What follows belongs to an exercise in optimizing a design on an open flow for small area and a short achievable clock period; a production flow would make more cautious choices. Where RTL was checked, it was by simulation tests only, not by an equivalence proof against the original. For runs 2 and 3, only the layout was checked, not whether the RTL still works.

<file path="design.v">
`timescale 1ns/100ps
module xgmii_rx_top #(
    parameter int STAT_W = 32
) (
    input  logic              clk,
    input  logic              inv_aresetn,
    input  logic [63:0]       xgmii_d_i,
    input  logic [7:0]        xgmii_c_i,
    output logic [63:0]       tdata_o,
    output logic [7:0]        tkeep_o,
    output logic              tvalid_o,
    output logic              tlast_o,
    output logic              tuser_o,
    output logic [STAT_W-1:0] good_frames_o,
    output logic [STAT_W-1:0] bad_frames_o
);
    logic [7:0]  c;
    logic [63:0] d;
    logic        dat_in, term_in, early_in, err_in, tch_in;
    logic [2:0]  lane_in;
    logic [3:0]  sofp_in;
    logic [7:0]  first_ctl, eq_fd;
    logic [63:0] masked;
    assign c = xgmii_c_i;
    assign d = xgmii_d_i;
    assign dat_in = (c == 8'h00);
    assign term_in  = c[7] && ((~c[6:0] | c[7:1]) == 7'h7F);
    assign early_in = term_in && c[4];
    assign err_in   = !dat_in && !term_in;
    assign sofp_in[0] = ({d[7:0], c} == 16'hFB01);
    assign sofp_in[1] = (d[23:8]  == 16'h5555);
    assign sofp_in[2] = (d[39:24] == 16'h5555);
    assign sofp_in[3] = (d[63:40] == 24'hD5_5555);
    assign lane_in[2] = ~c[3];
    assign lane_in[1] = (~c[1] & c[3]) | ~c[5];
    assign lane_in[0] = (~c[0] & c[1]) | (~c[2] & c[3]) | (~c[4] & c[5]) | ~c[6];
    assign first_ctl = c & ~{c[6:0], 1'b0};
    always_comb begin
        for (int j = 0; j < 8; j++) begin
            eq_fd[j] = (d[8*j +: 8] == 8'hFD);
            masked[8*j +: 8] = d[8*j +: 8] & {8{~c[j]}};
        end
    end
    assign tch_in = |(first_ctl & eq_fd);
    logic [63:0] d1_q;       
    logic [2:0]  lane_q;     
    logic        tch_q;      
    logic [3:0]  sofp_q;     
    logic        nf_q;       
    logic        hp_q;       
    logic        fin_q;      
    logic        fin_hp_q;   
    logic [2:0]  lane2_q;    
    logic        beat2_q;    
    logic        good2_q;    
    logic [31:0] crc_q;
    logic [7:1]  keep_q;     
    logic        sof;
    logic        frame;
    logic        late_q;
    logic        fin_beat;
    logic [31:0] crc_nxt;
    logic [31:0] resid;
    logic        crc_ok;
    logic [7:0]  keep_last;
    assign sof      = &sofp_q;
    assign frame    = hp_q || (nf_q && sof);
    assign late_q   = lane_q[2] && (lane_q[1:0] != 2'd0);
    assign fin_beat = late_q || fin_hp_q;
    wire x96 = crc_q[20] ^ d1_q[11];
    wire x97 = crc_q[18] ^ d1_q[13];
    wire x98 = crc_q[19] ^ d1_q[12];
    wire x99 = crc_q[28] ^ d1_q[3];
    wire x100 = crc_q[26] ^ d1_q[5];
    wire x101 = crc_q[27] ^ d1_q[4];
    wire x102 = crc_q[15] ^ d1_q[16];
    wire x103 = crc_q[25] ^ d1_q[6];
    wire x104 = crc_q[23] ^ d1_q[8];
    wire x105 = crc_q[24] ^ d1_q[7];
    wire x106 = crc_q[12] ^ d1_q[19];
    wire x107 = crc_q[22] ^ d1_q[9];
    wire x108 = crc_q[17] ^ d1_q[14];
    wire x109 = crc_q[21] ^ d1_q[10];
    wire x110 = crc_q[0] ^ d1_q[31];
    wire x111 = crc_q[16] ^ d1_q[15];
    wire x112 = crc_q[1] ^ d1_q[30];
    wire x113 = crc_q[30] ^ d1_q[1];
    wire x114 = crc_q[29] ^ d1_q[2];
    wire x115 = x97 ^ x99;
    wire x116 = crc_q[5] ^ d1_q[26];
    wire x117 = crc_q[10] ^ d1_q[21];
    wire x118 = crc_q[14] ^ d1_q[17];
    wire x119 = crc_q[13] ^ d1_q[18];
    wire x120 = crc_q[8] ^ d1_q[23];
    wire x121 = crc_q[7] ^ d1_q[24];
    wire x122 = crc_q[31] ^ d1_q[0];
    wire x123 = crc_q[6] ^ d1_q[25];
    wire x124 = crc_q[9] ^ d1_q[22];
    wire x125 = crc_q[11] ^ d1_q[20];
    wire x126 = d1_q[39] ^ x106;
    wire x127 = x96 ^ x98;
    wire x128 = crc_q[3] ^ d1_q[28];
    wire x129 = d1_q[32] ^ d1_q[54];
    wire x130 = crc_q[4] ^ d1_q[27];
    wire x131 = crc_q[2] ^ d1_q[29];
    wire x132 = x101 ^ x107;
    wire x133 = x102 ^ x103;
    wire x134 = x100 ^ x110;
    wire x135 = d1_q[36] ^ x105;
    wire x136 = d1_q[37] ^ x104;
    wire x137 = d1_q[55] ^ x112;
    wire x138 = d1_q[56] ^ x109;
    wire x139 = d1_q[47] ^ x115;
    wire x140 = d1_q[34] ^ d1_q[52];
    wire x141 = d1_q[35] ^ d1_q[38];
    wire x142 = d1_q[57] ^ x108;
    wire x143 = d1_q[44] ^ x111;
    wire x144 = d1_q[51] ^ x126;
    wire x145 = d1_q[50] ^ d1_q[62];
    wire x146 = d1_q[43] ^ d1_q[59];
    wire x147 = d1_q[42] ^ d1_q[58];
    wire x148 = d1_q[45] ^ d1_q[61];
    wire x149 = d1_q[48] ^ d1_q[60];
    wire x150 = x114 ^ x122;
    wire x151 = d1_q[63] ^ x116;
    wire x152 = d1_q[41] ^ x117;
    wire x153 = d1_q[40] ^ x125;
    wire x154 = x129 ^ x130;
    wire x155 = d1_q[46] ^ x128;
    wire x156 = x134 ^ x138;
    wire x157 = x124 ^ x127;
    wire x158 = x132 ^ x137;
    wire x159 = d1_q[33] ^ x118;
    wire x160 = x123 ^ x140;
    wire x161 = x113 ^ x120;
    wire x162 = x119 ^ x131;
    wire x163 = d1_q[53] ^ x121;
    wire x164 = d1_q[49] ^ x154;
    wire x165 = x133 ^ x141;
    wire x166 = d1_q[38] ^ x119;
    wire x167 = x135 ^ x150;
    wire x168 = d1_q[32] ^ x143;
    wire x169 = x142 ^ x145;
    wire x170 = x121 ^ x136;
    wire x171 = d1_q[34] ^ d1_q[50];
    wire x172 = x118 ^ x131;
    wire x173 = x96 ^ x99;
    wire x174 = d1_q[46] ^ x149;
    wire x175 = d1_q[61] ^ x105;
    wire x176 = x97 ^ x124;
    wire x177 = d1_q[35] ^ x101;
    wire x178 = x146 ^ x147;
    wire x179 = d1_q[62] ^ x120;
    wire x180 = d1_q[33] ^ x111;
    wire x181 = d1_q[53] ^ x127;
    wire x182 = d1_q[60] ^ x152;
    wire x183 = x151 ^ x162;
    wire x184 = d1_q[63] ^ x132;
    wire x185 = x123 ^ x155;
    wire x186 = x102 ^ x139;
    wire x187 = x100 ^ x144;
    wire x188 = d1_q[49] ^ x156;
    wire x189 = x113 ^ x165;
    wire x190 = d1_q[37] ^ d1_q[39];
    wire x191 = d1_q[41] ^ d1_q[43];
    wire x192 = d1_q[40] ^ d1_q[42];
    wire x193 = d1_q[51] ^ d1_q[59];
    wire x194 = x104 ^ x125;
    wire x195 = d1_q[44] ^ x117;
    wire x196 = d1_q[57] ^ x107;
    wire x197 = x98 ^ x110;
    wire x198 = x109 ^ x129;
    wire x199 = d1_q[45] ^ x114;
    wire x200 = x116 ^ x148;
    wire x201 = x114 ^ x130;
    wire x202 = x145 ^ x148;
    wire x203 = d1_q[58] ^ x112;
    wire x204 = x136 ^ x146;
    wire x205 = x108 ^ x161;
    wire x206 = x113 ^ x135;
    wire x207 = d1_q[55] ^ x152;
    wire x208 = x140 ^ x153;
    wire x209 = x128 ^ x160;
    wire x210 = x133 ^ x159;
    wire x211 = x98 ^ x176;
    wire x212 = x153 ^ x183;
    wire x213 = d1_q[56] ^ x157;
    wire x214 = x103 ^ x158;
    wire x215 = x157 ^ x201;
    wire x216 = d1_q[47] ^ x164;
    wire x217 = x182 ^ x189;
    wire x218 = d1_q[35] ^ d1_q[42];
    wire x219 = d1_q[57] ^ x122;
    wire x220 = d1_q[34] ^ x118;
    wire x221 = d1_q[54] ^ x104;
    wire x222 = d1_q[46] ^ x193;
    wire x223 = d1_q[39] ^ x117;
    wire x224 = d1_q[52] ^ x122;
    wire x225 = d1_q[40] ^ x123;
    wire x226 = d1_q[36] ^ x191;
    wire x227 = d1_q[45] ^ x96;
    wire x228 = x100 ^ x106;
    wire x229 = d1_q[39] ^ x149;
    wire x230 = d1_q[41] ^ x105;
    wire x231 = d1_q[37] ^ x147;
    wire x232 = x111 ^ x119;
    wire x233 = x116 ^ x190;
    wire x234 = d1_q[48] ^ x97;
    wire x235 = x141 ^ x180;
    wire x236 = d1_q[36] ^ x136;
    wire x237 = x173 ^ x199;
    wire x238 = x126 ^ x151;
    wire x239 = d1_q[59] ^ x153;
    wire x240 = x128 ^ x177;
    wire x241 = d1_q[33] ^ x178;
    wire x242 = d1_q[60] ^ x195;
    wire x243 = d1_q[56] ^ x197;
    wire x244 = x155 ^ x171;
    wire x245 = x142 ^ x163;
    wire x246 = x134 ^ x175;
    wire x247 = x135 ^ x174;
    wire x248 = x179 ^ x200;
    wire x249 = x172 ^ x177;
    wire x250 = d1_q[62] ^ x115;
    wire x251 = x163 ^ x220;
    wire x252 = x137 ^ x160;
    wire x253 = d1_q[48] ^ x154;
    wire x254 = d1_q[49] ^ x194;
    wire x255 = x133 ^ x180;
    wire x256 = x156 ^ x166;
    wire x257 = x143 ^ x208;
    wire x258 = x170 ^ x185;
    wire x259 = x138 ^ x206;
    wire x260 = x125 ^ x211;
    wire x261 = x124 ^ x237;
    wire x262 = x164 ^ x203;
    wire x263 = x167 ^ x223;
    wire x264 = x134 ^ x144;
    wire x265 = x139 ^ x170;
    wire x266 = x148 ^ x210;
    wire x267 = x158 ^ x173;
    wire x268 = x184 ^ x204;
    wire x269 = d1_q[58] ^ x181;
    wire x270 = x169 ^ x184;
    wire x271 = x168 ^ x245;
    wire x272 = x144 ^ x231;
    wire x273 = x159 ^ x167;
    wire x274 = x168 ^ x252;
    wire x275 = x185 ^ x224;
    wire x276 = x163 ^ x248;
    wire x277 = x187 ^ x216;
    wire x278 = x207 ^ x213;
    wire x279 = d1_q[34] ^ x186;
    wire x280 = d1_q[53] ^ x136;
    wire x281 = x150 ^ x196;
    wire x282 = x198 ^ x183;
    wire x283 = x235 ^ x280;
    wire x284 = x281 ^ x264;
    wire x285 = x282 ^ x283;
    wire x286 = x279 ^ x284;
    wire x287 = x285 ^ x286;
    wire x288 = d1_q[54] ^ x98;
    wire x289 = x112 ^ x151;
    wire x290 = x288 ^ x169;
    wire x291 = x249 ^ x289;
    wire x292 = x186 ^ x187;
    wire x293 = x259 ^ x275;
    wire x294 = x290 ^ x291;
    wire x295 = x292 ^ x293;
    wire x296 = x294 ^ x295;
    wire x297 = d1_q[33] ^ d1_q[55];
    wire x298 = d1_q[57] ^ x101;
    wire x299 = x103 ^ x297;
    wire x300 = x127 ^ x202;
    wire x301 = x298 ^ x299;
    wire x302 = x156 ^ x238;
    wire x303 = x300 ^ x301;
    wire x304 = x216 ^ x258;
    wire x305 = x302 ^ x303;
    wire x306 = x304 ^ x305;
    wire x307 = d1_q[44] ^ x123;
    wire x308 = x307 ^ x164;
    wire x309 = x247 ^ x256;
    wire x310 = x267 ^ x276;
    wire x311 = x308 ^ x309;
    wire x312 = x310 ^ x311;
    wire x313 = d1_q[63] ^ x101;
    wire x314 = x120 ^ x121;
    wire x315 = x146 ^ x149;
    wire x316 = x166 ^ x176;
    wire x317 = x219 ^ x313;
    wire x318 = x314 ^ x315;
    wire x319 = x316 ^ x317;
    wire x320 = x318 ^ x187;
    wire x321 = x266 ^ x274;
    wire x322 = x319 ^ x320;
    wire x323 = x321 ^ x322;
    wire x324 = d1_q[35] ^ x104;
    wire x325 = x120 ^ x132;
    wire x326 = x138 ^ x150;
    wire x327 = x178 ^ x324;
    wire x328 = x169 ^ x211;
    wire x329 = x238 ^ x242;
    wire x330 = x251 ^ x325;
    wire x331 = x326 ^ x327;
    wire x332 = x328 ^ x329;
    wire x333 = x330 ^ x331;
    wire x334 = x332 ^ x333;
    wire x335 = x102 ^ x160;
    wire x336 = x161 ^ x166;
    wire x337 = x175 ^ x196;
    wire x338 = x241 ^ x250;
    wire x339 = x254 ^ x335;
    wire x340 = x336 ^ x337;
    wire x341 = x338 ^ x339;
    wire x342 = x340 ^ x278;
    wire x343 = x341 ^ x342;
    wire x344 = x107 ^ x147;
    wire x345 = x229 ^ x344;
    wire x346 = x139 ^ x165;
    wire x347 = x246 ^ x251;
    wire x348 = x345 ^ x212;
    wire x349 = x346 ^ x347;
    wire x350 = x278 ^ x348;
    wire x351 = x349 ^ x350;
    wire x352 = d1_q[32] ^ d1_q[35];
    wire x353 = x110 ^ x118;
    wire x354 = x193 ^ x352;
    wire x355 = x115 ^ x179;
    wire x356 = x353 ^ x354;
    wire x357 = x181 ^ x182;
    wire x358 = x355 ^ x356;
    wire x359 = x212 ^ x214;
    wire x360 = x275 ^ x357;
    wire x361 = x358 ^ x359;
    wire x362 = x360 ^ x361;
    wire x363 = x99 ^ x102;
    wire x364 = x109 ^ x121;
    wire x365 = x172 ^ x202;
    wire x366 = x203 ^ x221;
    wire x367 = x363 ^ x364;
    wire x368 = x209 ^ x239;
    wire x369 = x365 ^ x366;
    wire x370 = x367 ^ x215;
    wire x371 = x264 ^ x368;
    wire x372 = x369 ^ x370;
    wire x373 = x371 ^ x372;
    wire x374 = d1_q[63] ^ x96;
    wire x375 = x122 ^ x171;
    wire x376 = x161 ^ x374;
    wire x377 = x375 ^ x240;
    wire x378 = x242 ^ x246;
    wire x379 = x376 ^ x262;
    wire x380 = x265 ^ x377;
    wire x381 = x378 ^ x379;
    wire x382 = x380 ^ x381;
    wire x383 = x112 ^ x179;
    wire x384 = x232 ^ x165;
    wire x385 = x247 ^ x383;
    wire x386 = x260 ^ x268;
    wire x387 = x384 ^ x385;
    wire x388 = x277 ^ x386;
    wire x389 = x387 ^ x388;
    wire x390 = x147 ^ x198;
    wire x391 = x222 ^ x234;
    wire x392 = x157 ^ x390;
    wire x393 = x391 ^ x263;
    wire x394 = x266 ^ x270;
    wire x395 = x392 ^ x393;
    wire x396 = x394 ^ x395;
    wire x397 = x194 ^ x196;
    wire x398 = x202 ^ x139;
    wire x399 = x168 ^ x397;
    wire x400 = x188 ^ x269;
    wire x401 = x398 ^ x399;
    wire x402 = x217 ^ x400;
    wire x403 = x401 ^ x402;
    wire x404 = x106 ^ x127;
    wire x405 = x142 ^ x150;
    wire x406 = x174 ^ x175;
    wire x407 = x158 ^ x204;
    wire x408 = x404 ^ x405;
    wire x409 = x406 ^ x188;
    wire x410 = x257 ^ x407;
    wire x411 = x408 ^ x409;
    wire x412 = x410 ^ x411;
    wire x413 = x108 ^ x149;
    wire x414 = x162 ^ x221;
    wire x415 = x227 ^ x413;
    wire x416 = x139 ^ x144;
    wire x417 = x241 ^ x414;
    wire x418 = x415 ^ x214;
    wire x419 = x259 ^ x416;
    wire x420 = x417 ^ x418;
    wire x421 = x419 ^ x420;
    wire x422 = d1_q[55] ^ d1_q[59];
    wire x423 = x422 ^ x143;
    wire x424 = x151 ^ x197;
    wire x425 = x230 ^ x210;
    wire x426 = x244 ^ x423;
    wire x427 = x424 ^ x272;
    wire x428 = x425 ^ x426;
    wire x429 = x427 ^ x428;
    wire x430 = x100 ^ x166;
    wire x431 = x225 ^ x226;
    wire x432 = x227 ^ x169;
    wire x433 = x255 ^ x430;
    wire x434 = x431 ^ x262;
    wire x435 = x432 ^ x433;
    wire x436 = x434 ^ x435;
    wire x437 = d1_q[61] ^ x192;
    wire x438 = x233 ^ x234;
    wire x439 = x437 ^ x249;
    wire x440 = x438 ^ x188;
    wire x441 = x271 ^ x439;
    wire x442 = x440 ^ x441;
    wire x443 = d1_q[38] ^ x108;
    wire x444 = x120 ^ x226;
    wire x445 = x229 ^ x443;
    wire x446 = x158 ^ x209;
    wire x447 = x243 ^ x444;
    wire x448 = x445 ^ x186;
    wire x449 = x446 ^ x447;
    wire x450 = x448 ^ x449;
    wire x451 = d1_q[54] ^ x131;
    wire x452 = x192 ^ x137;
    wire x453 = x222 ^ x451;
    wire x454 = x235 ^ x452;
    wire x455 = x453 ^ x215;
    wire x456 = x265 ^ x454;
    wire x457 = x455 ^ x456;
    wire x458 = x131 ^ x135;
    wire x459 = x152 ^ x198;
    wire x460 = x199 ^ x233;
    wire x461 = x205 ^ x244;
    wire x462 = x458 ^ x459;
    wire x463 = x460 ^ x269;
    wire x464 = x461 ^ x462;
    wire x465 = x463 ^ x464;
    wire x466 = x113 ^ x133;
    wire x467 = x143 ^ x209;
    wire x468 = x236 ^ x466;
    wire x469 = x212 ^ x261;
    wire x470 = x467 ^ x468;
    wire x471 = x277 ^ x469;
    wire x472 = x470 ^ x471;
    wire x473 = d1_q[43] ^ x172;
    wire x474 = x195 ^ x206;
    wire x475 = x253 ^ x473;
    wire x476 = x258 ^ x270;
    wire x477 = x474 ^ x475;
    wire x478 = x279 ^ x476;
    wire x479 = x477 ^ x478;
    wire x480 = d1_q[43] ^ x130;
    wire x481 = x218 ^ x155;
    wire x482 = x480 ^ x139;
    wire x483 = x167 ^ x243;
    wire x484 = x254 ^ x255;
    wire x485 = x481 ^ x276;
    wire x486 = x482 ^ x483;
    wire x487 = x484 ^ x485;
    wire x488 = x486 ^ x487;
    wire x489 = x103 ^ x218;
    wire x490 = x174 ^ x200;
    wire x491 = x228 ^ x230;
    wire x492 = x489 ^ x205;
    wire x493 = x490 ^ x491;
    wire x494 = x215 ^ x274;
    wire x495 = x492 ^ x493;
    wire x496 = x494 ^ x495;
    wire x497 = x126 ^ x225;
    wire x498 = x497 ^ x261;
    wire x499 = x268 ^ x271;
    wire x500 = x217 ^ x498;
    wire x501 = x499 ^ x500;
    wire x502 = x178 ^ x170;
    wire x503 = x205 ^ x250;
    wire x504 = x256 ^ x257;
    wire x505 = x263 ^ x502;
    wire x506 = x503 ^ x504;
    wire x507 = x505 ^ x506;
    wire x508 = d1_q[61] ^ x141;
    wire x509 = x191 ^ x142;
    wire x510 = x161 ^ x508;
    wire x511 = x509 ^ x510;
    wire x512 = x214 ^ x260;
    wire x513 = x272 ^ x273;
    wire x514 = x511 ^ x512;
    wire x515 = x513 ^ x514;
    wire x516 = x129 ^ x171;
    wire x517 = x192 ^ x115;
    wire x518 = x162 ^ x219;
    wire x519 = x228 ^ x516;
    wire x520 = x236 ^ x517;
    wire x521 = x518 ^ x519;
    wire x522 = x213 ^ x520;
    wire x523 = x521 ^ x217;
    wire x524 = x522 ^ x523;
    wire x525 = d1_q[34] ^ x190;
    wire x526 = x232 ^ x525;
    wire x527 = x181 ^ x207;
    wire x528 = x239 ^ x240;
    wire x529 = x526 ^ x188;
    wire x530 = x273 ^ x527;
    wire x531 = x528 ^ x529;
    wire x532 = x530 ^ x531;
    wire x533 = d1_q[36] ^ d1_q[58];
    wire x534 = x108 ^ x109;
    wire x535 = x533 ^ x126;
    wire x536 = x159 ^ x534;
    wire x537 = x208 ^ x253;
    wire x538 = x535 ^ x536;
    wire x539 = x189 ^ x267;
    wire x540 = x537 ^ x538;
    wire x541 = x539 ^ x540;
    assign crc_nxt[0] = x287;
    assign crc_nxt[1] = x296;
    assign crc_nxt[2] = x306;
    assign crc_nxt[3] = x312;
    assign crc_nxt[4] = x323;
    assign crc_nxt[5] = x334;
    assign crc_nxt[6] = x343;
    assign crc_nxt[7] = x351;
    assign crc_nxt[8] = x362;
    assign crc_nxt[9] = x373;
    assign crc_nxt[10] = x382;
    assign crc_nxt[11] = x389;
    assign crc_nxt[12] = x396;
    assign crc_nxt[13] = x403;
    assign crc_nxt[14] = x412;
    assign crc_nxt[15] = x421;
    assign crc_nxt[16] = x429;
    assign crc_nxt[17] = x436;
    assign crc_nxt[18] = x442;
    assign crc_nxt[19] = x450;
    assign crc_nxt[20] = x457;
    assign crc_nxt[21] = x465;
    assign crc_nxt[22] = x472;
    assign crc_nxt[23] = x479;
    assign crc_nxt[24] = x488;
    assign crc_nxt[25] = x496;
    assign crc_nxt[26] = x501;
    assign crc_nxt[27] = x507;
    assign crc_nxt[28] = x515;
    assign crc_nxt[29] = x524;
    assign crc_nxt[30] = x532;
    assign crc_nxt[31] = x541;
    always_comb begin
        case (lane2_q)
            3'd0: resid = 32'h099C5421;
            3'd1: resid = 32'hC8721E29;
            3'd2: resid = 32'h91E9AE38;
            3'd3: resid = 32'h8AD76F98;
            3'd4: resid = 32'h6904BB59;
            3'd5: resid = 32'h8104C946;
            3'd6: resid = 32'h3A7ABC72;
            default: resid = 32'h4710BB9C;
        endcase
    end
    assign crc_ok = (crc_q == resid);
    always_comb begin
        case (lane2_q)
            3'd0: keep_last = 8'h0F;
            3'd1: keep_last = 8'h1F;
            3'd2: keep_last = 8'h3F;
            3'd3: keep_last = 8'h7F;
            3'd4: keep_last = 8'hFF;
            3'd5: keep_last = 8'h01;
            3'd6: keep_last = 8'h03;
            default: keep_last = 8'h07;
        endcase
    end
    always_ff @(posedge clk) begin
        d1_q     <= masked;
        lane_q   <= lane_in;
        tch_q    <= tch_in;
        sofp_q   <= sofp_in;
        fin_hp_q <= hp_q;
        lane2_q  <= lane_q;
        crc_q    <= sof ? 32'hFFFF_FFFF : crc_nxt;
        if (!((fin_q && !late_q) || beat2_q)) begin
            tdata_o <= d1_q;
        end
        keep_q   <= beat2_q ? keep_last[7:1] : 7'h7F;
    end
    assign tkeep_o = {keep_q, 1'b1};
    function automatic logic [STAT_W-1:0] toggles(logic [STAT_W-1:0] q, logic inc);
        logic [STAT_W-1:0] t;
        for (int g = 0; g < STAT_W / 4; g++) begin
            t[4*g] = inc && (&(q | ~({STAT_W{1'b1}} >> (STAT_W - 4*g))));
            for (int i = 1; i < 4; i++) begin
                t[4*g+i] = t[4*g+i-1] && q[4*g+i-1];
            end
        end
        toggles = t;
    endfunction
    logic [STAT_W-1:0] good_tgl, bad_tgl;
    assign good_tgl = toggles(good_frames_o, tvalid_o && tlast_o && tuser_o);
    assign bad_tgl  = toggles(bad_frames_o, tvalid_o && tlast_o && !tuser_o);
    always_ff @(posedge clk) begin
        tlast_o <= beat2_q || (hp_q && err_in);
        tuser_o <= good2_q && crc_ok;
    end
    always_ff @(posedge clk) begin
        if (inv_aresetn) begin
            nf_q          <= 1'b1;
            hp_q          <= 1'b0;
            fin_q         <= 1'b0;
            beat2_q       <= 1'b0;
            good2_q       <= 1'b0;
            tvalid_o      <= 1'b0;
            good_frames_o <= '0;
            bad_frames_o  <= '0;
        end else begin
            nf_q          <= !frame;
            hp_q          <= frame && dat_in;
            fin_q         <= frame && term_in;
            beat2_q       <= fin_q && fin_beat;
            good2_q       <= fin_q && fin_beat && tch_q;
            tvalid_o      <= beat2_q || (hp_q && !early_in);
            good_frames_o <= good_frames_o ^ good_tgl;
            bad_frames_o  <= bad_frames_o ^ bad_tgl;
        end
    end
endmodule
</file>
<file path="flow/run.sh">
#!/bin/bash
# Own layout flow: the standard ORFS flow (standard.sh), run in two
# parts with these changes:
# - plain sky130_fd_sc_hd__buf_2 cells as the port buffers;
# - extra don't-use cells (on top of the platform's list), which only steer
#   the choice of combinational cells; registers are unaffected:
#     synthesis: sky130_fd_sc_hd__xor3_1 sky130_fd_sc_hd__xor3_2 sky130_fd_sc_hd__xor3_4 sky130_fd_sc_hd__xnor3_1 sky130_fd_sc_hd__xnor3_2 sky130_fd_sc_hd__xnor3_4 sky130_fd_sc_hd__xnor2_2 sky130_fd_sc_hd__xnor2_4 sky130_fd_sc_hd__xor2_2 sky130_fd_sc_hd__xor2_4
#     placement to finish: sky130_fd_sc_hd__xor3_1 sky130_fd_sc_hd__xor3_2 sky130_fd_sc_hd__xor3_4 sky130_fd_sc_hd__xnor3_1 sky130_fd_sc_hd__xnor3_2 sky130_fd_sc_hd__xnor3_4
#   (synthesis maps the crc xor network to small two-input xor cells; the
#   later repair may still size a few of them up);
# - make settings: SETUP_SLACK_MARGIN=6.1 CTS_BUF_LIST=sky130_fd_sc_hd__clkbuf_16 CTS_CLUSTER_SIZE=25 CTS_CLUSTER_DIAMETER=100
#   SETUP_SLACK_MARGIN makes setup repair keep sizing and buffering until
#   paths are that far below the (unchanged) 9 ns clock period.
# Each part's full output goes to its own log in this folder.
set -euo pipefail
cd "$(dirname "$0")/.."
cp config.mk config.bench.mk
{
  echo "export BUFFER_PORTS_ARGS = -buffer_cell sky130_fd_sc_hd__buf_2"
  echo "export DONT_USE_CELLS = sky130_fd_sc_hd__xor3_1 sky130_fd_sc_hd__xor3_2 sky130_fd_sc_hd__xor3_4 sky130_fd_sc_hd__xnor3_1 sky130_fd_sc_hd__xnor3_2 sky130_fd_sc_hd__xnor3_4 sky130_fd_sc_hd__xnor2_2 sky130_fd_sc_hd__xnor2_4 sky130_fd_sc_hd__xor2_2 sky130_fd_sc_hd__xor2_4"
} > config.add.mk
cat config.bench.mk config.add.mk > config.mk
bash standard.sh SETUP_SLACK_MARGIN=6.1 CTS_BUF_LIST=sky130_fd_sc_hd__clkbuf_16 CTS_CLUSTER_SIZE=25 CTS_CLUSTER_DIAMETER=100 synth > standard_synth.log 2>&1
{
  echo "export BUFFER_PORTS_ARGS = -buffer_cell sky130_fd_sc_hd__buf_2"
  echo "export DONT_USE_CELLS = sky130_fd_sc_hd__xor3_1 sky130_fd_sc_hd__xor3_2 sky130_fd_sc_hd__xor3_4 sky130_fd_sc_hd__xnor3_1 sky130_fd_sc_hd__xnor3_2 sky130_fd_sc_hd__xnor3_4"
} > config.add.mk
cat config.bench.mk config.add.mk > config.mk
bash standard.sh SETUP_SLACK_MARGIN=6.1 CTS_BUF_LIST=sky130_fd_sc_hd__clkbuf_16 CTS_CLUSTER_SIZE=25 CTS_CLUSTER_DIAMETER=100 finish > standard.log 2>&1
cp config.bench.mk config.mk
</file>
<file path="standard.sh">
#!/bin/bash
# synth_recipe.tcl (not shown) runs the flow's synth.tcl, then flattens the netlist and writes it again
# the make line also repeats each setting of config.mk as NAME=value (left out here)
make -C /OpenROAD-flow-scripts/flow DESIGN_CONFIG=/design/flow/config.mk WORK_HOME=/design/flow/orfs CLKGATE_MAP_FILE= SYNTH_SCRIPT=/design/flow/synth_recipe.tcl "${@:-finish}"
</file>
<file path="config.mk">
export PLATFORM = sky130hd
export DESIGN_NAME = xgmii_rx_top
export DESIGN_NICKNAME = xgmii_rx_top
export VERILOG_FILES = /design/flow/design.v
export SDC_FILE = /design/flow/constraint.sdc
export NUM_CORES = 4
export LEC_CHECK = 0
export CAP_MARGIN = 20
export CORE_MARGIN = 2
export CORE_UTILIZATION = 40
export SETUP_SLACK_MARGIN = 0.2
export SLEW_MARGIN = 20
</file>
<file path="constraint.sdc">
create_clock -name core_clock -period 9.0 [get_ports {clk}]
set_input_delay 1.8000 -clock core_clock [delete_from_list [all_inputs] [get_ports {clk}]]
set_output_delay 1.8000 -clock core_clock [all_outputs]
set_load 0.01 [all_outputs]
</file>
==> results.txt, run 1 <==
Final Skew=0.0192 ns; most used flip-flop cell after synthesis=dfxtp_1; Non-Filler Instances=1847; GR Util All Layers=22.9%; Tcrit/Tclk final=32.0%; Layout area overhead=17.0%; R2R cell count=8; Synthesized Nets=1354; core area=31600 µm²; port bufs=211; Max Buffers Root-to-Sink=3; # H-tree levels=1; Fillers=3072; Clock transition at path regs=0.10 ns; met3 Resource Use GR=2.98%; Die Ht=183 µm; vias in the first global route=8991; Seq cells post-synth=251; Horiz. Die Dim=183 µm; drt first-iter violations=753; global routing's busiest layer=met2; Cell Area, Synth=12800 µm²; GRT Residual Overflow=0; antenna-violating nets left=0; Starting Density=40.6%; ys async rst share=0%; max-slew violations=0; top post-synthesis cells by count=409 x xnor2_1, 187 x dfxtp_1, 120 x nor2b_1, 67 x nand2_1, 64 x edfxtp_1; CP top delay family=flip-flops; Routed WL=38900 µm; initial antenna violation count=2; Arr. time, crit path=1.08 ns; drt via density=5.05; HPWL after detailed placement=31400 µm; pin slew with the least headroom to its limit=0.877 ns; critical path cell sequence=buf_2; Buf/Inv on CP=1; first-pass GRT wire length=57000 µm; worst min path class=reg -> reg; worst reg2reg path startpoint=crc_q[26]$_SDFF_PP1_; # setup viols final=0; Multi-input gate area=7110 µm²; row cnt=65; largest net degree at the start of global routing=68; CTS root buf=clkbuf_16; Worst path slowest cell=edfxtp_1; crit path kind=reg -> out; Max Cap Viol=0; met1 Resource Use GR=32.3%; Yosys top cell area share=29.2%; total iterations of the first detailed-routing run=5; status=complete, no violations; final hold viol count=0; worst hold endpoint=lane2_q[1]$_DFF_P_; synthesized area per cell=10.4 µm²; residual DRC count=0; Hold Slack=0.385 ns; Inserted Clock Buffers=14; Avg WL per Cell=21.1 µm; Vias=9334; critical path startpoint category=flip-flop; die area=33500 µm²; Slew Limit Headroom=41.1%; setup_tns=0 ns; setup ws final=6.12 ns; Req. time, crit path=7.20 ns; CP endpoint kind=output port; Hold Startpoint=lane_q[1]$_DFF_P_; layout cells sized above 1=20.0%; CP max stage delay=0.43 ns; Sequential Area=5680 µm²; global-route met2 utilization=35.9%; FF-to-FF End=crc_q[13]$_SDFF_PP1_; critical-path maximum fanout=1; TritonCTS clock tree=done; Max Clk Rate=347 MHz; I/O Pins=213; hold path depth=0; YS warnings=1; CTS sink count=251; RSZ-0062 raised after global routing=yes; Distinct cells, synth=48; Clock Latency Late Sink=0.51 ns; GP Congestion=1.03; Min Clock Period, post-route=2.88 ns; Final #Nets=1557; dpl ws=5.78 ns; Synth area leader=dfxtp_1; cell count after placement=1821; most frequent cell after synthesis=xnor2_1; Reg2Reg Setup Slack=6.17 ns; Post-synth EDFFs=64; largest cells by area after synthesis=dfxtp_1 29%, xnor2_1 28%, edfxtp_1 15%, nor2b_1 5.9%, ha_1 4.7%; Seq/Total Area, Yosys=44.2%; Synth Instances=1232
==> state kept, by name, summed over array words and instances, names as in the netlist, 3 cells and up <==
name           count
d1_q              64
good_frames_o     32
lane2_q            3
bad_frames_o      32
lane_q             3
tdata_o           64
sofp_q             4
crc_q             32
keep_q             7
==> cells in the final DEF (no fill, tap or decap), drive strengths merged, types with 2 or more instances in the layout <==
cell    count
a211oi      3
a21o        2
a21oi      16
a221o       3
a22oi       3
a31oi       6
and3        2
and4        2
buf       228
clkbuf     15
dfxtp     187
diode       2
edfxtp     64
ha         48
inv        28
nand2      67
nand2b      9
nand3      14
nand3b      3
nand4      25
nor2       49
nor2b     120
nor3       15
nor4       12
o211ai      2
o21ai      23
o22ai       6
o31a        3
o31ai       2
or2         5
or3         2
or4b        2
xnor2     409
xor2       55
==> cell type report <==
| cell class | count | share of cell area (%) |
|---|---|---|
| flip-flops and latches | 251 | 37.9 |
| clock buffers | 15 | 2.50 |
| clock inverters | 9 | 0.342 |
| multi-input cells | 921 | 47.4 |
| diodes | 2 | 0.0334 |
| inverters | 19 | 0.476 |
| repair buffers | 228 | 7.98 |
| well taps | 402 | 3.35 |
==> stage by stage <==
step                      cell area (µm²)  util [%]
after CTS                           14800      47.0
after global placement              14400      45.5
after floorplan                     12800         -
after detailed placement            14400      45.5
after global routing                15000      47.5
final                               15000      47.5
==> cells by family after synthesis <==
kind of cell | count (synthesis) | synth area share [%]
compound gates | 76 | 3.75
xor+xnor | 464 | 31.7
fa+ha+maj | 48 | 4.68
buf+inv | 60 | 1.79
flops | 251 | 44.2
mux | 1 | 0.0781
other cells | 1 | 0.0292
simple gates | 331 | 13.8
==> layer usage <==
metal	vias to the layer above	part of all wire, %
met4	0	3.6
li1	4450	-
met3	66	6.9
met1	4456	45
met2	362	45
met5	-	0
==> worst max-delay path by stage <==
stage	slack, ns	cells past startpoint	endpoint	from
after CTS	6.09	1	tuser_o	tuser_o$_DFF_P_
final	6.12	1	tdata_o[29]	tdata_o[29]$_DFFE_PN_
after detailed placement	5.78	5	tch_q$_DFF_P_	xgmii_d_i[57]
after global routing	6.08	1	tdata_o[30]	tdata_o[30]$_DFFE_PN_
after global placement	5.77	5	tch_q$_DFF_P_	xgmii_d_i[57]
after floorplan	6.15	4	tch_q$_DFF_P_	xgmii_d_i[57]
==> what timing repair did <==
item	4_1_cts	5_1_grt
cloned	0	0
resized for setup	8	28
endpoints found under the setup margin	9	37
hold buffers	0	0
setup buffers	0	0
pin swaps	0	0
==> run 2, diff against run 1 <==
--- a/design.v
+++ b/design.v
@@ -18,7 +18,7 @@
     logic [63:0] d;
     logic        dat_in, term_in, early_in, err_in, tch_in;
     logic [2:0]  lane_in;
-    logic [3:0]  sofp_in;
+    logic [1:0]  sofp_in;
     logic [7:0]  first_ctl, eq_fd;
     logic [63:0] masked;
     assign c = xgmii_c_i;
@@ -27,10 +27,8 @@
     assign term_in  = c[7] && ((~c[6:0] | c[7:1]) == 7'h7F);
     assign early_in = term_in && c[4];
     assign err_in   = !dat_in && !term_in;
-    assign sofp_in[0] = ({d[7:0], c} == 16'hFB01);
-    assign sofp_in[1] = (d[23:8]  == 16'h5555);
-    assign sofp_in[2] = (d[39:24] == 16'h5555);
-    assign sofp_in[3] = (d[63:40] == 24'hD5_5555);
+    assign sofp_in[0] = ({d[27:0], c} == 36'h5_5555_FB01);
+    assign sofp_in[1] = (d[63:28] == 36'hD_5555_5555);
     assign lane_in[2] = ~c[3];
     assign lane_in[1] = (~c[1] & c[3]) | ~c[5];
     assign lane_in[0] = (~c[0] & c[1]) | (~c[2] & c[3]) | (~c[4] & c[5]) | ~c[6];
@@ -45,12 +43,11 @@
     logic [63:0] d1_q;       
     logic [2:0]  lane_q;     
     logic        tch_q;      
-    logic [3:0]  sofp_q;     
+    logic [1:0]  sofp_q;     
     logic        nf_q;       
     logic        hp_q;       
     logic        fin_q;      
     logic        fin_hp_q;   
-    logic [2:0]  lane2_q;    
     logic        beat2_q;    
     logic        good2_q;    
     logic [31:0] crc_q;
@@ -546,7 +543,7 @@
     assign crc_nxt[30] = x532;
     assign crc_nxt[31] = x541;
     always_comb begin
-        case (lane2_q)
+        case (lane_q)
             3'd0: resid = 32'h099C5421;
             3'd1: resid = 32'hC8721E29;
             3'd2: resid = 32'h91E9AE38;
@@ -559,7 +556,7 @@
     end
     assign crc_ok = (crc_q == resid);
     always_comb begin
-        case (lane2_q)
+        case (lane_q)
             3'd0: keep_last = 8'h0F;
             3'd1: keep_last = 8'h1F;
             3'd2: keep_last = 8'h3F;
@@ -572,11 +569,12 @@
     end
     always_ff @(posedge clk) begin
         d1_q     <= masked;
-        lane_q   <= lane_in;
+        if (!fin_q) begin
+            lane_q <= lane_in;
+        end
         tch_q    <= tch_in;
         sofp_q   <= sofp_in;
         fin_hp_q <= hp_q;
-        lane2_q  <= lane_q;
         crc_q    <= sof ? 32'hFFFF_FFFF : crc_nxt;
         if (!((fin_q && !late_q) || beat2_q)) begin
             tdata_o <= d1_q;
==> run 2 against run 1 <==
Against the previous run:
- critical endpoint is now tdata_o[16]
- cell count is 1.2% lower
- largest cell class unchanged
- first-iteration DRC count rose by 15%
- highest routed layer unchanged
- hold slack gained 0.014 ns
==> results.txt, run 2 <==
core area=31500 µm²; Routed WL=40100 µm; Design Area, Final=14800 µm²; Largest regs=d1_q: 64 flops, tdata_o: 64 flops; most used flip-flop cell after synthesis=dfxtp_1; Avg WL per Cell=22.0 µm; Tcrit/Tclk final=32.7%; Inserted Clock Buffers=13; cts hold-fix bufs=0; ys async rst share=0%; Req. time, crit path=7.20 ns; TritonCTS clock tree=done; final core utilization=47.0%; Worst path slowest cell=edfxtp_1; commonest non-fill, non-tap cell in the layout=xnor2_1; Horiz. Die Dim=183 µm; crit path kind=reg -> out; synthesized area per cell=10.5 µm²; Clock Latency Late Sink=0.51 ns; top post-synthesis cells by count=425 x xnor2_1, 179 x dfxtp_1, 116 x nor2b_1, 67 x edfxtp_1, 61 x nand2_1; CTS sink count=246; HPWL after detailed placement=32700 µm; dpl ws=5.58 ns; Distinct cells, synth=46; RSZ-0062 raised after global routing=yes; Post-DP Area=14200 µm²; cell count after placement=1799; port bufs=211; layout cells sized above 1=19.6%; antenna-violating nets left=0; setup ws final=6.05 ns; Cell Area, Synth=12700 µm²; Non-Filler Instances=1824; die area=33300 µm²; Synth area leader=xnor2_1; Synth Instances=1218; vias in the first global route=9201; GRT Residual Overflow=0; GR Util All Layers=24.0%; setup_tns=0 ns; max-slew violations=0; first-pass GRT wire length=59400 µm; Layout area overhead=16.2%; # H-tree levels=1; total iterations of the first detailed-routing run=5; Max Buffers Root-to-Sink=3; CP endpoint kind=output port; Final Skew=0.0344 ns; Slew Limit Headroom=37.1%; Vias=9244; Synthesized Nets=1340; GP Congestion=0.995; Post-synth EDFFs=67; pin slew with the least headroom to its limit=0.943 ns; Seq/Total Area, Yosys=43.9%; most frequent cell after synthesis=xnor2_1; row cnt=65; final hold viol count=0; # setup viols final=0; CTS root buf=clkbuf_16; CP top delay family=flip-flops; most frequent cells in the layout=407 x xnor2_1, 211 x buf_2, 171 x dfxtp_1; CP max stage delay=0.46 ns; residual DRC count=0; status=complete, no violations; worst min path class=reg -> reg; Arr. time, crit path=1.15 ns; Yosys top cell area share=29.2%; critical-path maximum fanout=1; I/O Pins=213; initial antenna violation count=0; Final #Nets=1537; largest cells by area after synthesis=xnor2_1 29%, dfxtp_1 28%, edfxtp_1 16%, nor2b_1 5.7%, ha_1 4.7%; Die Ht=183 µm; drt first-iter violations=863; Seq cells post-synth=246; Hold Slack=0.399 ns; Max Cap Viol=0; Buf/Inv on CP=1; Starting Density=40.5%; n_diodes=0; critical path startpoint category=flip-flop; critical path cell sequence=buf_2; Min Clock Period, post-route=2.95 ns; Max Clk Rate=340 MHz; Clock transition at path regs=0.10 ns; YS warnings=1; largest net degree at the start of global routing=40; drt via density=5.07
run 2: cell type report:
| class | instances | area (µm²) |
|---|---|---|
| Inverter | 16 | 60.1 |
| Timing Repair Buffer | 228 | 1190 |
| Clock inverter | 9 | 40.0 |
| Tap cell | 402 | 503 |
| Clock buffer | 13 | 325 |
| Fill cell | 2962 | 16700 |
| Sequential cell | 246 | 5610 |
| Multi-Input combinational cell | 910 | 7080 |
run 2: final timing paths:
kind | end | slack (ns) | depth (start not counted) | startpoint
worst min-delay path | fin_hp_q$_DFF_P_ | 0.40 | 0 | hp_q$_SDFF_PP0_
worst min register to register | fin_hp_q$_DFF_P_ | 0.40 | 0 | hp_q$_SDFF_PP0_
worst max register to register | crc_q[6]$_SDFF_PP1_ | 6.12 | 7 | crc_q[13]$_SDFF_PP1_
worst max-delay path | tdata_o[16] | 6.05 | 1 | tdata_o[16]$_DFFE_PN_
run 2: cell families (layout without fill, tap and decap cells):
kind of cell / after synthesis / count (layout) / synth area share, %
XOR/XNOR: 472 / 472 / 32.4
AND/OR/NAND/NOR: 324 / 325 / 13.8
flip-flops: 246 / 246 / 43.9
AO/OA/AOI/OAI: 63 / 63 / 3.13
buffers and inverters: 63 / 266 / 1.90
adder cells (fa/ha/maj): 48 / 48 / 4.71
other: 1 / 1 / 0.0294
multiplexers: 1 / 1 / 0.0785
run 2: per-layer routing:
layer  track usage, %  up-vias  wire, µm
met2             39.7      372     18600
met3             3.97       76      3090
li1                 -     4385         -
met1             31.6     4411     16900
met5                0        -         0
met4             9.06        0      1570
run 2: timing repair:
item | 4_1_cts | 5_1_grt
resized for setup | 13 | 18
buffers inserted | 0 | 1
pin swaps | 1 | 1
hold endpoints to repair | 0 | 0
cloned | 1 | 0
endpoints found under the setup margin | 59 | 58
==> run 3, diff against run 2 <==
--- a/flow/run.sh
+++ b/flow/run.sh
@@ -8,7 +8,9 @@
 #     placement to finish: sky130_fd_sc_hd__xor3_1 sky130_fd_sc_hd__xor3_2 sky130_fd_sc_hd__xor3_4 sky130_fd_sc_hd__xnor3_1 sky130_fd_sc_hd__xnor3_2 sky130_fd_sc_hd__xnor3_4
 #   (synthesis maps the crc xor network to small two-input xor cells; the
 #   later repair may still size a few of them up);
-# - make settings: SETUP_SLACK_MARGIN=6.1 CTS_BUF_LIST=sky130_fd_sc_hd__clkbuf_16 CTS_CLUSTER_SIZE=25 CTS_CLUSTER_DIAMETER=100
+# - clock tree: clkbuf_16 only, sink clusters of up to 25 within 100 um,
+#   no dummy loads;
+# - make settings: SETUP_SLACK_MARGIN=6.1
 #   SETUP_SLACK_MARGIN makes setup repair keep sizing and buffering until
 #   paths are that far below the (unchanged) 9 ns clock period.
 # Each part's full output goes to its own log in this folder.
@@ -18,13 +20,15 @@
 {
   echo "export BUFFER_PORTS_ARGS = -buffer_cell sky130_fd_sc_hd__buf_2"
   echo "export DONT_USE_CELLS = sky130_fd_sc_hd__xor3_1 sky130_fd_sc_hd__xor3_2 sky130_fd_sc_hd__xor3_4 sky130_fd_sc_hd__xnor3_1 sky130_fd_sc_hd__xnor3_2 sky130_fd_sc_hd__xnor3_4 sky130_fd_sc_hd__xnor2_2 sky130_fd_sc_hd__xnor2_4 sky130_fd_sc_hd__xor2_2 sky130_fd_sc_hd__xor2_4"
+  echo "export CTS_ARGS = -sink_clustering_enable -repair_clock_nets -sink_clustering_size 25 -sink_clustering_max_diameter 100 -buf_list sky130_fd_sc_hd__clkbuf_16 -dont_use_dummy_load"
 } > config.add.mk
 cat config.bench.mk config.add.mk > config.mk
-bash standard.sh SETUP_SLACK_MARGIN=6.1 CTS_BUF_LIST=sky130_fd_sc_hd__clkbuf_16 CTS_CLUSTER_SIZE=25 CTS_CLUSTER_DIAMETER=100 synth > standard_synth.log 2>&1
+bash standard.sh SETUP_SLACK_MARGIN=6.1 synth > standard_synth.log 2>&1
 {
   echo "export BUFFER_PORTS_ARGS = -buffer_cell sky130_fd_sc_hd__buf_2"
   echo "export DONT_USE_CELLS = sky130_fd_sc_hd__xor3_1 sky130_fd_sc_hd__xor3_2 sky130_fd_sc_hd__xor3_4 sky130_fd_sc_hd__xnor3_1 sky130_fd_sc_hd__xnor3_2 sky130_fd_sc_hd__xnor3_4"
+  echo "export CTS_ARGS = -sink_clustering_enable -repair_clock_nets -sink_clustering_size 25 -sink_clustering_max_diameter 100 -buf_list sky130_fd_sc_hd__clkbuf_16 -dont_use_dummy_load"
 } > config.add.mk
 cat config.bench.mk config.add.mk > config.mk
-bash standard.sh SETUP_SLACK_MARGIN=6.1 CTS_BUF_LIST=sky130_fd_sc_hd__clkbuf_16 CTS_CLUSTER_SIZE=25 CTS_CLUSTER_DIAMETER=100 finish > standard.log 2>&1
+bash standard.sh SETUP_SLACK_MARGIN=6.1 finish > standard.log 2>&1
 cp config.bench.mk config.mk
==> run 3 against run 2 <==
Against the previous run:
- hold slack improved by 0.0011 ns
- fmax increased by 0.72%
==> results.txt, run 3 <==
initial antenna violation count=0; setup ws final=6.08 ns; Worst Setup SP=tdata_o[16]$_DFFE_PN_; cell count after placement=1799; dpl ws=5.58 ns; worst min path class=reg -> reg; Worst path slowest cell=edfxtp_1; status=complete, no violations; Synthesized Nets=1340; Final #Nets=1537; GP Congestion=0.995; total iterations of the first detailed-routing run=5; Seq cells post-synth=246; Post-DP Area=14200 µm²; crit path kind=reg -> out; residual DRC count=0; I/O Pins=213; commonest non-fill, non-tap cell in the layout=xnor2_1; Largest regs=d1_q: 64 flops, tdata_o: 64 flops; Max Cap Viol=0; row cnt=65; Starting Density=40.5%; Buf/Inv on CP=1; Synth Instances=1218; Seq/Total Area, Yosys=43.9%; most frequent cell after synthesis=xnor2_1; Min Clock Period, post-route=2.92 ns; HPWL after detailed placement=32700 µm; Post-synth EDFFs=67; Arr. time, crit path=1.12 ns; final core utilization=46.9%; TritonCTS clock tree=done; # setup viols final=0; largest net degree at the start of global routing=40; Layout area overhead=15.8%; Synth area leader=xnor2_1; Avg WL per Cell=22.1 µm; GR Util All Layers=24.0%; Routed WL=40100 µm; most frequent cells in the layout=408 x xnor2_1, 210 x buf_2, 171 x dfxtp_1; CTS sink count=246; max-slew violations=0; Max Buffers Root-to-Sink=3; Reg2Reg Setup Slack=6.15 ns; antenna-violating nets left=0; Req. time, crit path=7.20 ns; final hold viol count=0; Non-Filler Instances=1815; first-pass GRT wire length=59200 µm; CP endpoint kind=output port; Horiz. Die Dim=183 µm; ys async rst share=0%; Cell Area, Synth=12700 µm²; largest cells by area after synthesis=xnor2_1 29%, dfxtp_1 28%, edfxtp_1 16%, nor2b_1 5.7%, ha_1 4.7%; setup_tns=0 ns; n_diodes=0; drt first-iter violations=905; Tcrit/Tclk final=32.5%; vias in the first global route=9176; Yosys top cell area share=29.2%; CP top delay family=flip-flops; RSZ-0062 raised after global routing=yes; CTS root buf=clkbuf_16; Vias=9231; Clock Latency Late Sink=0.51 ns; port bufs=211; Fillers=2966; die area=33300 µm²; critical path startpoint category=flip-flop; Die Ht=183 µm; Clock transition at path regs=0.10 ns; critical-path maximum fanout=1; top post-synthesis cells by count=425 x xnor2_1, 179 x dfxtp_1, 116 x nor2b_1, 67 x edfxtp_1, 61 x nand2_1; CP max stage delay=0.45 ns; Final Skew=0.0563 ns; pin slew with the least headroom to its limit=0.944 ns; cts hold-fix bufs=0; drt via density=5.09; Max Clk Rate=342 MHz; GRT Residual Overflow=0; Distinct cells, synth=46; layout cells sized above 1=19.5%; Design Area, Final=14800 µm²; worst reg2reg path startpoint=crc_q[30]$_SDFF_PP1_; most used flip-flop cell after synthesis=dfxtp_1; Hold Startpoint=hp_q$_SDFF_PP0_; synthesized area per cell=10.5 µm²; Hold Slack=0.400 ns; YS warnings=1; # H-tree levels=1; critical path cell sequence=buf_2; Slew Limit Headroom=36.6%; Inserted Clock Buffers=13; core area=31500 µm²
## run 3: cells by family after synthesis
group	Yosys count	synth area share (%)
other	1	0.0294
AND/OR/NAND/NOR	324	13.8
AO/OA/AOI/OAI	63	3.13
multiplexers	1	0.0785
flip-flops	246	43.9
XOR/XNOR	472	32.4
buffers and inverters	63	1.90
adder cells (fa/ha/maj)	48	4.71
## run 3: worst paths after layout
path | endpoint | cells after the start
min reg2reg | fin_hp_q$_DFF_P_ | 0
min | fin_hp_q$_DFF_P_ | 0
max | tdata_o[16] | 1
max reg2reg | crc_q[6]$_SDFF_PP1_ | 8
## run 3: repair_timing
item	4_1_cts	5_1_grt
resized for setup	13	18
buffers inserted	0	1
gates cloned	1	0
pin swaps	1	1
setup endpoints to repair	59	58
## run 3: cell type report
| type | count | area (µm²) | area share [%] |
|---|---|---|---|
| clock buffers | 13 | 325 | 2.20 |
| repair buffers | 228 | 1200 | 8.11 |
| well taps | 402 | 503 | 3.41 |
| multi-input cells | 910 | 7070 | 47.9 |
| flip-flops and latches | 246 | 5610 | 38.0 |
| inverters | 16 | 60.1 | 0.407 |
## run 3: layer usage
layer | part of all wire, % | vias to the layer above | track usage (%)
met3 | 7.1 | 80 | 4.15
met4 | 4.1 | 0 | 9.16
met5 | 0 | - | 0
met1 | 43 | 4430 | 31.6
met2 | 46 | 349 | 39.5
li1 | - | 4372 | -
==> run 4, diff against run 3 <==
--- a/design.v
+++ b/design.v
@@ -18,7 +18,7 @@
     logic [63:0] d;
     logic        dat_in, term_in, early_in, err_in, tch_in;
     logic [2:0]  lane_in;
-    logic [1:0]  sofp_in;
+    logic [3:0]  sofp_in;
     logic [7:0]  first_ctl, eq_fd;
     logic [63:0] masked;
     assign c = xgmii_c_i;
@@ -27,8 +27,10 @@
     assign term_in  = c[7] && ((~c[6:0] | c[7:1]) == 7'h7F);
     assign early_in = term_in && c[4];
     assign err_in   = !dat_in && !term_in;
-    assign sofp_in[0] = ({d[27:0], c} == 36'h5_5555_FB01);
-    assign sofp_in[1] = (d[63:28] == 36'hD_5555_5555);
+    assign sofp_in[0] = ({d[7:0], c} == 16'hFB01);
+    assign sofp_in[1] = (d[23:8]  == 16'h5555);
+    assign sofp_in[2] = (d[39:24] == 16'h5555);
+    assign sofp_in[3] = (d[63:40] == 24'hD5_5555);
     assign lane_in[2] = ~c[3];
     assign lane_in[1] = (~c[1] & c[3]) | ~c[5];
     assign lane_in[0] = (~c[0] & c[1]) | (~c[2] & c[3]) | (~c[4] & c[5]) | ~c[6];
@@ -43,11 +45,12 @@
     logic [63:0] d1_q;       
     logic [2:0]  lane_q;     
     logic        tch_q;      
-    logic [1:0]  sofp_q;     
+    logic [3:0]  sofp_q;     
     logic        nf_q;       
     logic        hp_q;       
     logic        fin_q;      
     logic        fin_hp_q;   
+    logic [2:0]  lane2_q;    
     logic        beat2_q;    
     logic        good2_q;    
     logic [31:0] crc_q;
@@ -543,7 +546,7 @@
     assign crc_nxt[30] = x532;
     assign crc_nxt[31] = x541;
     always_comb begin
-        case (lane_q)
+        case (lane2_q)
             3'd0: resid = 32'h099C5421;
             3'd1: resid = 32'hC8721E29;
             3'd2: resid = 32'h91E9AE38;
@@ -556,7 +559,7 @@
     end
     assign crc_ok = (crc_q == resid);
     always_comb begin
-        case (lane_q)
+        case (lane2_q)
             3'd0: keep_last = 8'h0F;
             3'd1: keep_last = 8'h1F;
             3'd2: keep_last = 8'h3F;
@@ -569,12 +572,11 @@
     end
     always_ff @(posedge clk) begin
         d1_q     <= masked;
-        if (!fin_q) begin
-            lane_q <= lane_in;
-        end
+        lane_q   <= lane_in;
         tch_q    <= tch_in;
         sofp_q   <= sofp_in;
         fin_hp_q <= hp_q;
+        lane2_q  <= lane_q;
         crc_q    <= sof ? 32'hFFFF_FFFF : crc_nxt;
         if (!((fin_q && !late_q) || beat2_q)) begin
             tdata_o <= d1_q;
==> run 4 against run 3 <==
Against the previous run:
- critical path type unchanged
- setup slack better by 0.052 ns
- clock skew is 0.032 ns lower
- highest routed layer unchanged
- first-iteration DRC count is 17% lower
==> results.txt, run 4 <==
Reg2Reg Setup Slack=6.23 ns; most frequent cell after synthesis=xnor2_1; pin slew with the least headroom to its limit=0.901 ns; GRT Residual Overflow=0; dpl ws=5.78 ns; Die Ht=183 µm; final hold viol count=0; initial antenna violation count=2; Synth area leader=dfxtp_1; Clock transition at path regs=0.09 ns; # H-tree levels=1; RSZ-0062 raised after global routing=yes; DR top layer=met4; Avg WL per Cell=21.2 µm; Distinct cells, synth=48; Max Cap Viol=0; largest net degree at the start of global routing=68; Yosys top cell area share=29.2%; largest cells by area after synthesis=dfxtp_1 29%, xnor2_1 28%, edfxtp_1 15%, nor2b_1 5.9%, ha_1 4.7%; Vias=9291; row cnt=65; Max Clk Rate=348 MHz; cell count after placement=1821; critical path cell sequence=buf_2; most frequent cells in the layout=386 x xnor2_1, 209 x buf_2, 178 x dfxtp_1; hold path depth=0; ys async rst share=0%; setup ws final=6.13 ns; R2R cell count=8; critical-path maximum fanout=1; CP endpoint kind=output port; Non-Filler Instances=1837; HPWL after detailed placement=31400 µm; Layout area overhead=16.5%; crit path kind=reg -> out; CTS root buf=clkbuf_16; # setup viols final=0; Largest regs=d1_q: 64 flops, tdata_o: 64 flops; Final #Nets=1557; synthesized area per cell=10.4 µm²; Tcrit/Tclk final=31.9%; CP max stage delay=0.42 ns; total iterations of the first detailed-routing run=6; CP top delay family=flip-flops; critical path startpoint category=flip-flop; Min Clock Period, post-route=2.87 ns; CTS sink count=251; Met3 Routed Length=2390 µm; final core utilization=47.3%; Req. time, crit path=7.20 ns; worst min path class=reg -> reg; TritonCTS clock tree=done; Clock Latency Late Sink=0.50 ns; Final Skew=0.0247 ns; status=complete, no violations; most used flip-flop cell after synthesis=dfxtp_1; Inserted Clock Buffers=14; max-slew violations=0; Cell Area, Synth=12800 µm²; layout cells sized above 1=20.0%; top post-synthesis cells by count=409 x xnor2_1, 187 x dfxtp_1, 120 x nor2b_1, 67 x nand2_1, 64 x edfxtp_1; commonest non-fill, non-tap cell in the layout=xnor2_1; Post-synth EDFFs=64; Synth Instances=1232; Routed WL=38900 µm; Seq cells post-synth=251; core area=31600 µm²; Synthesized Nets=1354; Slew Limit Headroom=39.5%; GR Util All Layers=22.9%; setup_tns=0 ns; Seq/Total Area, Yosys=44.2%; met2 wire length=17200 µm; drt first-iter violations=747; vias in the first global route=8950; die area=33500 µm²; Arr. time, crit path=1.07 ns; YS warnings=1; port bufs=211; I/O Pins=213; Setup Buffers After CTS=0; Worst path slowest cell=edfxtp_1; residual DRC count=0; cell depth of the worst setup path=1; Starting Density=40.6%; Max Buffers Root-to-Sink=3; Buf/Inv on CP=1; WL met1=17800 µm; first-pass GRT wire length=57000 µm; GP Congestion=1.03; drt via density=5.06; antenna-violating nets left=0; Horiz. Die Dim=183 µm
==> run 4: cell types whose count changed in the layout (fill, tap and decap cells not counted), sizes merged, moves of 6 or more <==
cell,previous run,this run
xnor2,425,409
a21oi,9,16
xor2,47,55
nor4,6,12
nand2,61,67
dfxtp,179,187
==> run 4: cell type report <==
cell class,instances,area (µm²)
tap,402,503
clock buffer,14,350
inverter,19,71.3
fill,3065,16600
antenna,2,5.00
multi-input combinational,921,7130
sequential,251,5680
timing repair buffer,228,1200
==> run 4: final timing paths <==
kind	from	end
hold / removal	hp_q$_SDFF_PP0_	fin_hp_q$_DFF_P_
setup / recovery	tdata_o[29]$_DFFE_PN_	tdata_o[29]
hold reg to reg	hp_q$_SDFF_PP0_	fin_hp_q$_DFF_P_
setup reg to reg	crc_q[5]$_SDFF_PP1_	crc_q[24]$_SDFF_PP1_
==> run 4: per-layer routing <==
metal | GRT usage [%] | up-vias
met4 | 8.48 | 0
met1 | 32.6 | 4467
met2 | 35.7 | 320
li1 | - | 4433
met3 | 2.76 | 71
met5 | 0 | -
==> run 4: worst reg2reg max path: stages, from the launching register on <==
cell	delay [ns]
dfxtp_1	0.43
xnor2_1	0.68
xnor2_1	0.26
xnor2_1	0.37
xor2_1	0.13
xnor2_1	0.41
xnor2_1	0.19
xnor2_1	0.14
nand2_1	0.07
==> run 4: timing repair <==
item | in CTS | in global routing
cloned | 0 | 0
hold buffers | 0 | 0
resized for setup | 7 | 31
setup endpoints to repair | 9 | 34
==> run 4: cell families (layout without fill, tap and decap cells) <==
family	after synthesis	in the layout	synth area share (%)
compound gates	76	76	3.75
xor+xnor	464	464	31.7
fa+ha+maj	48	48	4.68
buf+inv	60	261	1.79
flops	251	251	44.2
mux	1	1	0.0781
other cells	1	3	0.0292
simple gates	331	331	13.8
==> run 4: through the flow <==
stage	hold slack [ns]	area (µm²)
2_1_floorplan	0.325	12800
3_3_place_gp	0.375	14400
3_5_place_dp	0.377	14400
4_1_cts	0.401	14800
5_1_grt	0.406	14900
6_report	0.394	14900

==> port drivers added, routing unchanged <==
No port has a modelled driver above. Below, the same layouts with a new extraction and two added sets of constraints.
Step 1 (the two cells are an assumption about what drives the block):
set clk [get_ports {clk}]
set_driving_cell -lib_cell sky130_fd_sc_hd__clkbuf_16 $clk
set_driving_cell -lib_cell sky130_fd_sc_hd__buf_2 [delete_from_list [all_inputs] $clk]
Step 2 also shifts input and output timing later by t, the mid clock arrival at the registers, as if the neighbouring blocks saw the same clock.
a / b / c = ideal ports / drivers / drivers and shift; a / b = the first two.
run	shift t [ns]	setup slack, ns	clock arrival spread, ns	worst slew at a driven data input, ns
run 1	0.548	6.117 / 6.069 / 5.766	0.021 / 0.020	0.06
run 2	0.542	6.055 / 6.003 / 5.683	0.035 / 0.035	0.06
run 3	0.530	6.076 / 6.024 / 5.685	0.057 / 0.056	0.06
run 4	0.540	6.128 / 6.078 / 5.796	0.025 / 0.025	0.06
After both steps every run listed still meets setup and hold. The setup slack of run 3, which loses most, moves by -0.052 ns with the drivers and by -0.391 ns with both steps.
